Context: an optimization exercise on an open-source flow, tuned for small area, a short achievable clock period and few clock cycles per item. The choices shown serve that exercise and are no tape-out recipe.
At most, simulation tests tie the RTL to the original design; equivalence was not proved.
Power figures rest on the tool's default switching activity, not on a simulated workload.

==> module batchSequencer, before the edit <==
module batchSequencer (
	input logic clk,
	input logic rst,
	input logic start,
	output logic busy,
	output logic load,
	output logic [4:0] chunkSel,
	output logic chunkDir,
	input logic [7:0] chunkMatch,
	input logic [7:0] keyChunk0,
	input logic [7:0] keyChunk1,
	input logic [15:0] signChunks01,
	output logic [7:0] slotIdx,
	output logic slotTake,
	output logic slotFirst,
	output logic slotLast,
	output logic [csidhPkg::BUF_W-1:0] slotBuf,
	input logic repStart,
	input logic preRepStart,
	input logic [csidhPkg::BUF_W-1:0] preRepBuf,
	input logic [csidhPkg::BUF_W-1:0] repBuf,
	input logic lastInFlight,
	output logic maskDir,
	output logic [7:0] maskLo,
	output logic [7:0] maskHi,
	output logic batchValid,
	output logic done
);
	localparam int NB = csidhPkg::NUM_BUFS;
	localparam int BW = csidhPkg::BUF_W;
	localparam int AW = csidhPkg::AGE_W;
	localparam logic [2:0] ST_IDLE = 3'd0;
	localparam logic [2:0] ST_SCAN = 3'd1;
	localparam logic [2:0] ST_PAD = 3'd2;
	localparam logic [2:0] ST_FIN = 3'd3;
	localparam logic [2:0] ST_DONE = 3'd4;
	logic [2:0] state;
	logic dir;
	logic [4:0] chunk;
	logic [7:0] chunkBits;
	logic [7:0] nextBits;
	logic [3:0] members;
	logic newBatch;
	logic [BW-1:0] wrBuf;
	logic [7:0] lo;
	logic metaDir [NB];
	logic [7:0] metaLo [NB];
	logic [7:0] metaHi [NB];
	logic [AW-1:0] bufAge [NB];
	logic [2:0] repAge;
	logic [2:0] repCnt;
	logic repDir;
	logic [7:0] repLo;
	logic [7:0] repHi;
	logic has;
	logic [2:0] pick;
	logic [7:0] rest;
	logic [7:0] idx;
	logic full;
	logic exhausted;
	logic open_;
	logic endOk;
	logic take;
	logic endNow;
	logic needPad;
	logic switchDir;
	logic [BW-1:0] wrBufNext;
	logic [2:0] stateNext;
	logic busyQ;
	logic doneQ;
	logic validQ;
	assign busy = busyQ;
	assign load = start && !busyQ;
	assign done = doneQ;
	assign batchValid = validQ;
	assign maskDir = repDir;
	assign maskLo = repLo;
	assign maskHi = repHi;
	always_comb begin
		has = chunkBits != 8'd0;
		pick = 3'd0;
		for (int i = 7; i >= 0; i--) begin
			if (chunkBits[i]) pick = 3'(i);
		end
		rest = chunkBits & (chunkBits - 8'd1);
		idx = {chunk[4:0], pick};
	end
	always_comb begin
		wrBufNext = (wrBuf == BW'(NB - 1)) ? '0 : wrBuf + 1'b1;
		endOk = bufAge[wrBuf] == AW'(csidhPkg::BUF_GAP) && repAge == 3'(csidhPkg::REP_GAP);
		full = has && members == 4'd15;
		take = has && (!full || endOk);
		exhausted = chunk == 5'(csidhPkg::NUM_CHUNKS - 1) && (!has || (take && rest == 8'd0));
		open_ = members != 4'd0 || take;
		endNow = (full && endOk) || (exhausted && open_ && endOk);
		needPad = exhausted && open_ && !endOk;
		switchDir = state == ST_SCAN && exhausted && !needPad || state == ST_PAD && endOk;
	end
	assign chunkSel = chunk + 5'd2;
	assign chunkDir = dir;
	always_comb begin
		stateNext = state;
		case (state)
			ST_IDLE, ST_DONE: stateNext = start ? ST_SCAN : ST_IDLE;
			ST_SCAN: begin
				if (exhausted) begin
					if (needPad) stateNext = ST_PAD;
					else if (dir) stateNext = ST_FIN;
				end
			end
			ST_PAD: begin
				if (endOk) stateNext = dir ? ST_FIN : ST_SCAN;
			end
			ST_FIN: begin
				if (!lastInFlight && repCnt <= 3'd1) stateNext = ST_DONE;
			end
			default: stateNext = ST_IDLE;
		endcase
	end
	always_comb begin
		slotIdx = idx;
		slotTake = 1'b0;
		slotFirst = 1'b0;
		slotLast = 1'b0;
		slotBuf = wrBuf;
		if (state == ST_SCAN) begin
			slotTake = take;
			slotFirst = newBatch;
			slotLast = endNow;
		end else if (state == ST_PAD) begin
			slotLast = endOk;
		end
	end
	always_ff @(posedge clk) begin
		for (int b = 0; b < NB; b++) begin
			if (bufAge[b] != AW'(csidhPkg::BUF_GAP)) bufAge[b] <= bufAge[b] + 1'b1;
		end
		if (repAge != 3'(csidhPkg::REP_GAP)) repAge <= repAge + 3'd1;
		if (slotLast && !rst) begin
			bufAge[wrBuf] <= '0;
			repAge <= 3'd0;
			metaDir[wrBuf] <= dir;
			metaLo[wrBuf] <= lo;
			metaHi[wrBuf] <= (state == ST_SCAN && full) ? idx : 8'd255;
			wrBuf <= wrBufNext;
		end
		if (rst) begin
			state <= ST_IDLE;
			busyQ <= 1'b0;
			doneQ <= 1'b0;
			validQ <= 1'b0;
			repCnt <= 3'd0;
			wrBuf <= '0;
			for (int b = 0; b < NB; b++) begin
				bufAge[b] <= AW'(csidhPkg::BUF_GAP);
			end
			repAge <= 3'(csidhPkg::REP_GAP);
		end else begin
			state <= stateNext;
			busyQ <= stateNext == ST_SCAN || stateNext == ST_PAD || stateNext == ST_FIN;
			doneQ <= stateNext == ST_DONE;
			validQ <= repStart || repCnt > 3'd1;
			if (preRepStart) begin
				repDir <= metaDir[preRepBuf];
				repLo <= metaLo[preRepBuf];
				repHi <= metaHi[preRepBuf];
			end
			if (repStart) begin
				repCnt <= 3'd5;
			end else if (repCnt != 3'd0) begin
				repCnt <= repCnt - 3'd1;
			end
			case (state)
				ST_IDLE, ST_DONE: begin
					if (start) begin
						dir <= 1'b0;
						chunk <= 5'd0;
						chunkBits <= keyChunk0;
						nextBits <= keyChunk1;
						members <= 4'd0;
						newBatch <= 1'b1;
						lo <= 8'd0;
					end
				end
				ST_SCAN: begin
					if (endNow) begin
						newBatch <= 1'b1;
						members <= 4'd0;
						lo <= idx + 8'd1;
					end else begin
						newBatch <= 1'b0;
						if (take) members <= members + 4'd1;
					end
					if (exhausted) begin
						if (needPad) begin
						end else if (!dir) begin
							dir <= 1'b1;
							chunk <= 5'd0;
							chunkBits <= signChunks01[7:0];
							nextBits <= signChunks01[15:8];
							lo <= 8'd0;
						end else begin
						end
					end else if (!has || (take && rest == 8'd0)) begin
						chunk <= chunk + 5'd1;
						chunkBits <= nextBits;
						nextBits <= chunkMatch;
					end else if (take) begin
						chunkBits <= rest;
					end
				end
				ST_PAD: begin
					if (endOk) begin
						newBatch <= 1'b1;
						members <= 4'd0;
						if (!dir) begin
							dir <= 1'b1;
							chunk <= 5'd0;
							chunkBits <= signChunks01[7:0];
							nextBits <= signChunks01[15:8];
							lo <= 8'd0;
						end else begin
						end
					end
				end
				ST_FIN: begin
					if (!lastInFlight && repCnt <= 3'd1) begin
					end
				end
				default: begin
				end
			endcase
		end
	end
endmodule
make LEC_CHECK=0 CAP_MARGIN=20 CORE_MARGIN=2 CORE_UTILIZATION=40 CTS_CLUSTER_DIAMETER=90 CTS_CLUSTER_SIZE=24 SETUP_SLACK_MARGIN=5.0 SLEW_MARGIN=20 finish   # period 8.0 ns
run.sh (not shown) runs the stock make flow with config.mk's settings and CLKGATE_MAP_FILE= SYNTH_SCRIPT=/design/flow/synth_recipe.tcl, a recipe that flattens the netlist after the stock synthesis.
Testbench counts at the start, summed over its fixed seeds: cycles 3,884, keys 24.
Then changed:
--- a/flow/design.v
+++ b/flow/design.v
@@ -468,7 +468,7 @@
 	logic newBatch;
 	logic [BW-1:0] wrBuf;
-	logic [7:0] lo;
+	logic phaseFirst;
 	logic metaDir [NB];
-	logic [7:0] metaLo [NB];
+	logic metaFirst [NB];
 	logic [7:0] metaHi [NB];
 	logic [AW-1:0] bufAge [NB];
@@ -566,5 +566,6 @@
 			repAge <= 3'd0;
 			metaDir[wrBuf] <= dir;
-			metaLo[wrBuf] <= lo;
+			metaFirst[wrBuf] <= phaseFirst;
+			phaseFirst <= 1'b0;
 			metaHi[wrBuf] <= (state == ST_SCAN && full) ? idx : 8'd255;
 			wrBuf <= wrBufNext;
@@ -588,5 +589,5 @@
 			if (preRepStart) begin
 				repDir <= metaDir[preRepBuf];
-				repLo <= metaLo[preRepBuf];
+				repLo <= metaFirst[preRepBuf] ? 8'd0 : repHi + 8'd1;
 				repHi <= metaHi[preRepBuf];
 			end
@@ -605,5 +606,5 @@
 						members <= 4'd0;
 						newBatch <= 1'b1;
-						lo <= 8'd0;
+						phaseFirst <= 1'b1;
 					end
 				end
@@ -612,5 +613,4 @@
 						newBatch <= 1'b1;
 						members <= 4'd0;
-						lo <= idx + 8'd1;
 					end else begin
 						newBatch <= 1'b0;
@@ -624,5 +624,5 @@
 							chunkBits <= signChunks01[7:0];
 							nextBits <= signChunks01[15:8];
-							lo <= 8'd0;
+							phaseFirst <= 1'b1;
 						end else begin
 						end
@@ -644,5 +644,5 @@
 							chunkBits <= signChunks01[7:0];
 							nextBits <= signChunks01[15:8];
-							lo <= 8'd0;
+							phaseFirst <= 1'b1;
 						end else begin
 						end
After rerunning:
- power went down by 0.58%
- final area shrinks by 0.87%
- worst setup slack is worse by 0.12 ns
- area after synthesis went down by 0.97%
- sequential cell count came out lower by 21
- clock skew decreases by 0.012 ns
- cell count is higher by 0.41%
- routed wire length goes up by 1.9%
The RTL of the second run of this note was laid out without a check of its function.

RTL: one of the versions met above, not the one the previous note started from.
Size: roughly 4800 cells after synthesis, ~1200 flip-flops, about 720 I/O pins.
==> module batchSequencer, before the edit <==
module batchSequencer (
	input logic clk,
	input logic rst,
	input logic start,
	output logic busy,
	output logic load,
	output logic [4:0] chunkSel,
	output logic chunkDir,
	input logic [7:0] chunkMatch,
	input logic [7:0] keyChunk0,
	input logic [7:0] keyChunk1,
	input logic [15:0] signChunks01,
	output logic [7:0] slotIdx,
	output logic slotTake,
	output logic slotFirst,
	output logic slotLast,
	output logic [csidhPkg::BUF_W-1:0] slotBuf,
	input logic repStart,
	input logic preRepStart,
	input logic [csidhPkg::BUF_W-1:0] preRepBuf,
	input logic [csidhPkg::BUF_W-1:0] repBuf,
	input logic lastInFlight,
	output logic maskDir,
	output logic [7:0] maskLo,
	output logic [7:0] maskHi,
	output logic batchValid,
	output logic done
);
	localparam int NB = csidhPkg::NUM_BUFS;
	localparam int BW = csidhPkg::BUF_W;
	localparam int AW = csidhPkg::AGE_W;
	localparam logic [2:0] ST_IDLE = 3'd0;
	localparam logic [2:0] ST_SCAN = 3'd1;
	localparam logic [2:0] ST_PAD = 3'd2;
	localparam logic [2:0] ST_FIN = 3'd3;
	localparam logic [2:0] ST_DONE = 3'd4;
	logic [2:0] state;
	logic dir;
	logic [4:0] chunk;
	logic [7:0] chunkBits;
	logic [7:0] nextBits;
	logic [3:0] members;
	logic newBatch;
	logic [BW-1:0] wrBuf;
	logic phaseFirst;
	logic metaDir [NB];
	logic metaFirst [NB];
	logic [7:0] metaHi [NB];
	logic [AW-1:0] bufAge [NB];
	logic [2:0] repAge;
	logic [2:0] repCnt;
	logic repDir;
	logic [7:0] repLo;
	logic [7:0] repHi;
	logic has;
	logic [2:0] pick;
	logic [7:0] rest;
	logic [7:0] idx;
	logic full;
	logic exhausted;
	logic open_;
	logic endOk;
	logic take;
	logic endNow;
	logic needPad;
	logic switchDir;
	logic [BW-1:0] wrBufNext;
	logic [2:0] stateNext;
	logic busyQ;
	logic doneQ;
	logic validQ;
	assign busy = busyQ;
	assign load = start && !busyQ;
	assign done = doneQ;
	assign batchValid = validQ;
	assign maskDir = repDir;
	assign maskLo = repLo;
	assign maskHi = repHi;
	always_comb begin
		has = chunkBits != 8'd0;
		pick = 3'd0;
		for (int i = 7; i >= 0; i--) begin
			if (chunkBits[i]) pick = 3'(i);
		end
		rest = chunkBits & (chunkBits - 8'd1);
		idx = {chunk[4:0], pick};
	end
	always_comb begin
		wrBufNext = (wrBuf == BW'(NB - 1)) ? '0 : wrBuf + 1'b1;
		endOk = bufAge[wrBuf] == AW'(csidhPkg::BUF_GAP) && repAge == 3'(csidhPkg::REP_GAP);
		full = has && members == 4'd15;
		take = has && (!full || endOk);
		exhausted = chunk == 5'(csidhPkg::NUM_CHUNKS - 1) && (!has || (take && rest == 8'd0));
		open_ = members != 4'd0 || take;
		endNow = (full && endOk) || (exhausted && open_ && endOk);
		needPad = exhausted && open_ && !endOk;
		switchDir = state == ST_SCAN && exhausted && !needPad || state == ST_PAD && endOk;
	end
	assign chunkSel = chunk + 5'd2;
	assign chunkDir = dir;
	always_comb begin
		stateNext = state;
		case (state)
			ST_IDLE, ST_DONE: stateNext = start ? ST_SCAN : ST_IDLE;
			ST_SCAN: begin
				if (exhausted) begin
					if (needPad) stateNext = ST_PAD;
					else if (dir) stateNext = ST_FIN;
				end
			end
			ST_PAD: begin
				if (endOk) stateNext = dir ? ST_FIN : ST_SCAN;
			end
			ST_FIN: begin
				if (!lastInFlight && repCnt <= 3'd1) stateNext = ST_DONE;
			end
			default: stateNext = ST_IDLE;
		endcase
	end
	always_comb begin
		slotIdx = idx;
		slotTake = 1'b0;
		slotFirst = 1'b0;
		slotLast = 1'b0;
		slotBuf = wrBuf;
		if (state == ST_SCAN) begin
			slotTake = take;
			slotFirst = newBatch;
			slotLast = endNow;
		end else if (state == ST_PAD) begin
			slotLast = endOk;
		end
	end
	always_ff @(posedge clk) begin
		for (int b = 0; b < NB; b++) begin
			if (bufAge[b] != AW'(csidhPkg::BUF_GAP)) bufAge[b] <= bufAge[b] + 1'b1;
		end
		if (repAge != 3'(csidhPkg::REP_GAP)) repAge <= repAge + 3'd1;
		if (slotLast && !rst) begin
			bufAge[wrBuf] <= '0;
			repAge <= 3'd0;
			metaDir[wrBuf] <= dir;
			metaFirst[wrBuf] <= phaseFirst;
			phaseFirst <= 1'b0;
			metaHi[wrBuf] <= (state == ST_SCAN && full) ? idx : 8'd255;
			wrBuf <= wrBufNext;
		end
		if (rst) begin
			state <= ST_IDLE;
			busyQ <= 1'b0;
			doneQ <= 1'b0;
			validQ <= 1'b0;
			repCnt <= 3'd0;
			wrBuf <= '0;
			for (int b = 0; b < NB; b++) begin
				bufAge[b] <= AW'(csidhPkg::BUF_GAP);
			end
			repAge <= 3'(csidhPkg::REP_GAP);
		end else begin
			state <= stateNext;
			busyQ <= stateNext == ST_SCAN || stateNext == ST_PAD || stateNext == ST_FIN;
			doneQ <= stateNext == ST_DONE;
			validQ <= repStart || repCnt > 3'd1;
			if (preRepStart) begin
				repDir <= metaDir[preRepBuf];
				repLo <= metaFirst[preRepBuf] ? 8'd0 : repHi + 8'd1;
				repHi <= metaHi[preRepBuf];
			end
			if (repStart) begin
				repCnt <= 3'd5;
			end else if (repCnt != 3'd0) begin
				repCnt <= repCnt - 3'd1;
			end
			case (state)
				ST_IDLE, ST_DONE: begin
					if (start) begin
						dir <= 1'b0;
						chunk <= 5'd0;
						chunkBits <= keyChunk0;
						nextBits <= keyChunk1;
						members <= 4'd0;
						newBatch <= 1'b1;
						phaseFirst <= 1'b1;
					end
				end
				ST_SCAN: begin
					if (endNow) begin
						newBatch <= 1'b1;
						members <= 4'd0;
					end else begin
						newBatch <= 1'b0;
						if (take) members <= members + 4'd1;
					end
					if (exhausted) begin
						if (needPad) begin
						end else if (!dir) begin
							dir <= 1'b1;
							chunk <= 5'd0;
							chunkBits <= signChunks01[7:0];
							nextBits <= signChunks01[15:8];
							phaseFirst <= 1'b1;
						end else begin
						end
					end else if (!has || (take && rest == 8'd0)) begin
						chunk <= chunk + 5'd1;
						chunkBits <= nextBits;
						nextBits <= chunkMatch;
					end else if (take) begin
						chunkBits <= rest;
					end
				end
				ST_PAD: begin
					if (endOk) begin
						newBatch <= 1'b1;
						members <= 4'd0;
						if (!dir) begin
							dir <= 1'b1;
							chunk <= 5'd0;
							chunkBits <= signChunks01[7:0];
							nextBits <= signChunks01[15:8];
							phaseFirst <= 1'b1;
						end else begin
						end
					end
				end
				ST_FIN: begin
					if (!lastInFlight && repCnt <= 3'd1) begin
					end
				end
				default: begin
				end
			endcase
		end
	end
endmodule
export LEC_CHECK = 0
export CAP_MARGIN = 20
export CORE_MARGIN = 2
export CORE_UTILIZATION = 40
export SETUP_SLACK_MARGIN = 5.0
export SLEW_MARGIN = 20
create_clock -name core_clock -period 8.0 [get_ports {clk}]
Edit:
--- a/flow/design.v
+++ b/flow/design.v
@@ -465,13 +465,13 @@
 	logic [7:0] chunkBits;
 	logic [7:0] nextBits;
 	logic [3:0] members;
 	logic newBatch;
 	logic [BW-1:0] wrBuf;
-	logic phaseFirst;
+	logic [7:0] lo;
 	logic metaDir [NB];
-	logic metaFirst [NB];
+	logic [7:0] metaLo [NB];
 	logic [7:0] metaHi [NB];
 	logic [AW-1:0] bufAge [NB];
 	logic [2:0] repAge;
 	logic [2:0] repCnt;
 	logic repDir;
@@ -563,12 +563,11 @@
 		if (repAge != 3'(csidhPkg::REP_GAP)) repAge <= repAge + 3'd1;
 		if (slotLast && !rst) begin
 			bufAge[wrBuf] <= '0;
 			repAge <= 3'd0;
 			metaDir[wrBuf] <= dir;
-			metaFirst[wrBuf] <= phaseFirst;
-			phaseFirst <= 1'b0;
+			metaLo[wrBuf] <= lo;
 			metaHi[wrBuf] <= (state == ST_SCAN && full) ? idx : 8'd255;
 			wrBuf <= wrBufNext;
 		end
 		if (rst) begin
 			state <= ST_IDLE;
@@ -586,11 +585,11 @@
 			busyQ <= stateNext == ST_SCAN || stateNext == ST_PAD || stateNext == ST_FIN;
 			doneQ <= stateNext == ST_DONE;
 			validQ <= repStart || repCnt > 3'd1;
 			if (preRepStart) begin
 				repDir <= metaDir[preRepBuf];
-				repLo <= metaFirst[preRepBuf] ? 8'd0 : repHi + 8'd1;
+				repLo <= metaLo[preRepBuf];
 				repHi <= metaHi[preRepBuf];
 			end
 			if (repStart) begin
 				repCnt <= 3'd5;
 			end else if (repCnt != 3'd0) begin
@@ -603,17 +602,18 @@
 						chunk <= 5'd0;
 						chunkBits <= keyChunk0;
 						nextBits <= keyChunk1;
 						members <= 4'd0;
 						newBatch <= 1'b1;
-						phaseFirst <= 1'b1;
+						lo <= 8'd0;
 					end
 				end
 				ST_SCAN: begin
 					if (endNow) begin
 						newBatch <= 1'b1;
 						members <= 4'd0;
+						lo <= idx + 8'd1;
 					end else begin
 						newBatch <= 1'b0;
 						if (take) members <= members + 4'd1;
 					end
 					if (exhausted) begin
@@ -621,11 +621,11 @@
 						end else if (!dir) begin
 							dir <= 1'b1;
 							chunk <= 5'd0;
 							chunkBits <= signChunks01[7:0];
 							nextBits <= signChunks01[15:8];
-							phaseFirst <= 1'b1;
+							lo <= 8'd0;
 						end else begin
 						end
 					end else if (!has || (take && rest == 8'd0)) begin
 						chunk <= chunk + 5'd1;
 						chunkBits <= nextBits;
@@ -641,11 +641,11 @@
 						if (!dir) begin
 							dir <= 1'b1;
 							chunk <= 5'd0;
 							chunkBits <= signChunks01[7:0];
 							nextBits <= signChunks01[15:8];
-							phaseFirst <= 1'b1;
+							lo <= 8'd0;
 						end else begin
 						end
 					end
 				end
 				ST_FIN: begin
Final area stays flat; area after synthesis rose by 0.98%; routed wire length is lower by 2.3%; setup slack gains 0.024 ns; count of clock-buffer cells in the layout rises by 17; clock skew is about the same; die area rose by 0.97%; power went down by 1.1%; sequential cell count is higher by 21; utilization fell by 0.62 points.
Testbench counts after the change, summed over its fixed seeds: cycles 3,884, keys 24.
For the first run of this note, only the layout was checked, not whether the RTL still works.

## what the ideal ports hide
How much do the figures lean on ideal ports? The routed layouts below were timed once more, with nothing changed but the port constraints. Step 1 (the two cells are an assumption about what drives the block):
set clk [get_ports {clk}]
set_driving_cell -lib_cell sky130_fd_sc_hd__clkbuf_16 $clk
set_driving_cell -lib_cell sky130_fd_sc_hd__buf_2 [delete_from_list [all_inputs] $clk]
Step 2 times the ports against the registers' clock, not the clock port: input delays grow and output delays shrink by t, the midpoint of the rising clock arrivals with the driver on. Three values: no drivers, after step 1, after step 2; two values: the first two.
| run | t (ns) | setup slack, ns | worst hold slack (ns) | worst setup path at the end | pins driven straight from the clock port |
|---|---|---|---|---|---|
| the first run of note 1 | 0.777 | 4.993 / 4.918 / 4.369 | 0.335 / 0.335 / 0.335 | input to register | 1 |
| the second run of note 1 | 0.786 | 4.872 / 4.872 / 4.299 | 0.347 / 0.347 / 0.347 | input to register | 1 |
| the first run of note 2 | 0.837 | 4.911 / 4.911 / 4.283 | 0.345 / 0.345 / 0.345 | input to register | 1 |
| the second run of note 2 | 0.837 | 4.935 / 4.861 / 4.311 | 0.326 / 0.326 / 0.326 | input to register | 1 |
After both steps setup and hold are still met in every run listed. For the first run of note 2, which loses most, drivers alone change the setup slack by 0.000 ns; drivers and shift together by -0.628 ns.
